This design comes from an exercise in tuning for small area, a short achievable clock period and few clock cycles per item on the open sky130 flow, not from production work. Only simulation tests tie the RTL to the original design; equivalence was not proved. Power and IR drop assume default switching activity.

== run D ==
Design rx_data_handler, start of the top module:
module rx_data_handler (
  input  logic                  clk_i,
  input  logic                  rst_i,
  input  logic                  phy_link_up_i,
  input  logic                  phy_fifo_empty_i,
  output logic                  phy_fifo_rd_en_o,
  input  logic                  data_valid_i,
  input  logic [31:0]           data_i,
  input  logic [3:0]            data_k_i,
  output logic [31:0]           m_axis_tdata_o,
  output logic [3:0]            m_axis_tkeep_o,
  output logic                  m_axis_tvalid_o,
  output logic                  m_axis_tlast_o,
  output logic [1:0]            m_axis_tuser_o,
  input  logic                  m_axis_tready_i
);
  logic [35:0] word_in;
  rx_symbol_decode i_decode (
    .data_i   (data_i),
    .data_k_i (data_k_i),
    .word_o   (word_in)
  );
  logic [2:0][35:0] b_q;
  logic [2:0]  wp_q, rp_q;
  logic [35:0] w0_q;
  logic [1:0]  wc_q;
  logic        w0v_q;
  logic        rd_ok_q;
  logic        rd_q;
  logic [3:0]  m_q;
  logic        drop_q;
  logic        open_q;
  logic        tlp_q;
  logic [4:0]  hc_q;
  logic [3:0][7:0] acc_q;
  logic [31:0] od_q;
  logic [3:1]  ok_q;
  logic        ol_q;
  logic [1:0]  ou_q;
  logic        ov_q;
  logic            open_n, tlp_n;
  logic [4:0]      hc_n;
  logic [3:0][3:0] tgt;
  logic [3:0]      w_e, w_n;
  logic            emit;
  logic            cut;
  logic [3:0]      rem_m;
  logic [3:1]      e_keep;
  logic            e_last, e_nul, e_tlp;
  logic            quirk;
  logic [3:0]      d, f, s, g, t;
  logic [4:0]      ob, tb;
  logic [4:0][4:0] hb;
  logic [3:0]      ea, eb, em, pay, segn, prior, clash, cutb, go, first;
  logic [4:0]      stopb;
  logic [3:0][3:0] ln;
  logic [3:0]      we_all;
  always_comb begin
    for (int i = 0; i < 4; i++) begin
      d[i] = m_q[i] && !w0_q[9*i+8];
      f[i] = m_q[i] &&  w0_q[9*i+8] && w0_q[9*i+1];
      s[i] = m_q[i] &&  w0_q[9*i+8] && w0_q[9*i];
      g[i] = w0_q[9*i+2];
      t[i] = w0_q[9*i+3];
    end
    ob[0] = open_q;
    hb[0] = hc_q;
    tb[0] = tlp_q;
    for (int i = 0; i < 4; i++) begin
      pay[i]   = d[i] && ob[i];
      ea[i]    = pay[i] && hb[i][4];
      eb[i]    = f[i] && ob[i] && !hb[i][0];
      ln[i]    = ea[i] ? 4'b0001 : hb[i][3:0];
  ...
Size in the first run: about 200 flip-flops, ~10000 um^2 of cells after synthesis.
Settings: LEC_CHECK=0, ABC_AREA=1, CAP_MARGIN=20, CORE_MARGIN=2, CORE_UTILIZATION=40, CTS_BUF_LIST=sky130_fd_sc_hd__clkbuf_8, GPL_ROUTABILITY_DRIVEN=0, PLACE_DENSITY=0.6, SETUP_SLACK_MARGIN=4.3, SLEW_MARGIN=20; clock period 8.0 ns.
run.sh (not shown) runs the stock make flow with config.mk's settings and CLKGATE_MAP_FILE= SYNTH_SCRIPT=/design/flow/synth_recipe.tcl, a recipe that flattens the netlist after the stock synthesis.
Testbench counts of run D, summed over its fixed seeds: cycles 34,759, items 32,299.
Input changes introduced in run F (baseline for comparison: run D):
==> flow/flow/run.sh (new file) <==
#!/bin/bash
# The standard layout, with the smallest buffer on each port instead of the
# delay buffer buffer_ports picks by default. Every port still gets a buffer.
set -euo pipefail
export BUFFER_PORTS_ARGS="-buffer_cell sky130_fd_sc_hd__buf_1"
bash standard.sh > standard_flow.log 2>&1
==> flow/standard.sh (new file) <==
#!/bin/bash
# synth_recipe.tcl (not shown) runs the flow's synth.tcl, then flattens the netlist and writes it again
# the make line also repeats each setting of config.mk as NAME=value (left out here)
make -C /OpenROAD-flow-scripts/flow DESIGN_CONFIG=/design/flow/config.mk WORK_HOME=/design/flow/orfs CLKGATE_MAP_FILE= SYNTH_SCRIPT=/design/flow/synth_recipe.tcl "${@:-finish}"
diff --git a/flow/config.mk b/flow/config.mk
--- a/flow/config.mk
+++ b/flow/config.mk
@@ -12,3 +12,2 @@
 export CTS_BUF_LIST = sky130_fd_sc_hd__clkbuf_8
-export GPL_ROUTABILITY_DRIVEN = 0
 export PLACE_DENSITY = 0.6
removed: flow/run.sh
## What came out
Compared with run D, in run F final net count saw an increase; sequential share of cell area saw an increase; worst setup slack saw an increase.
On number of vias in the routed layout, run D and run F are basically level.
On time the worst path needs with I/O delays and setup, run D loses to run F.
[run F] ratio of cells with drive above 1 in the final layout rose 1.2 points relative to run D
Between run D and run F, the difference in wire length after detailed routing is negligible.
On synthesized area, run D and run F are basically level.
Run F vs. run D: met3 wire length went down by 11%.
Run F ended up with a lower critical path depth in cells than run D did.
Switching power total (run F over run D): increase, 2.3%

==> port drivers added, routing unchanged <==
In the flow no input, the clock included, has a driving cell. The finished layouts below were timed again as built, in two steps. Step 1 sets driving cells, clkbuf_16 on the clock port and buf_2 on the other inputs (assumed; they add their load-dependent delay and slew). Step 2 moves the port delays by t, midway between the first and last clock arrival at a register: inputs arrive t later, outputs are due t later. That takes back most of the time a late clock gives input paths. a / b / c = no drivers / after step 1 / after step 2; a / b = the first two.
run | t, ns | setup WS [ns] | clock arrival spread, ns | worst data-port slew with drivers (ns)
run D | 0.567 | 4.147 / 4.147 / 3.910 | 0.021 / 0.021 | 0.05
run F | 0.589 | 4.299 / 4.299 / 4.021 | 0.035 / 0.035 | 0.05
After both steps every run listed still meets setup and hold. For run F, which loses most, drivers alone change the setup slack by 0.000 ns; drivers and shift together by -0.278 ns.
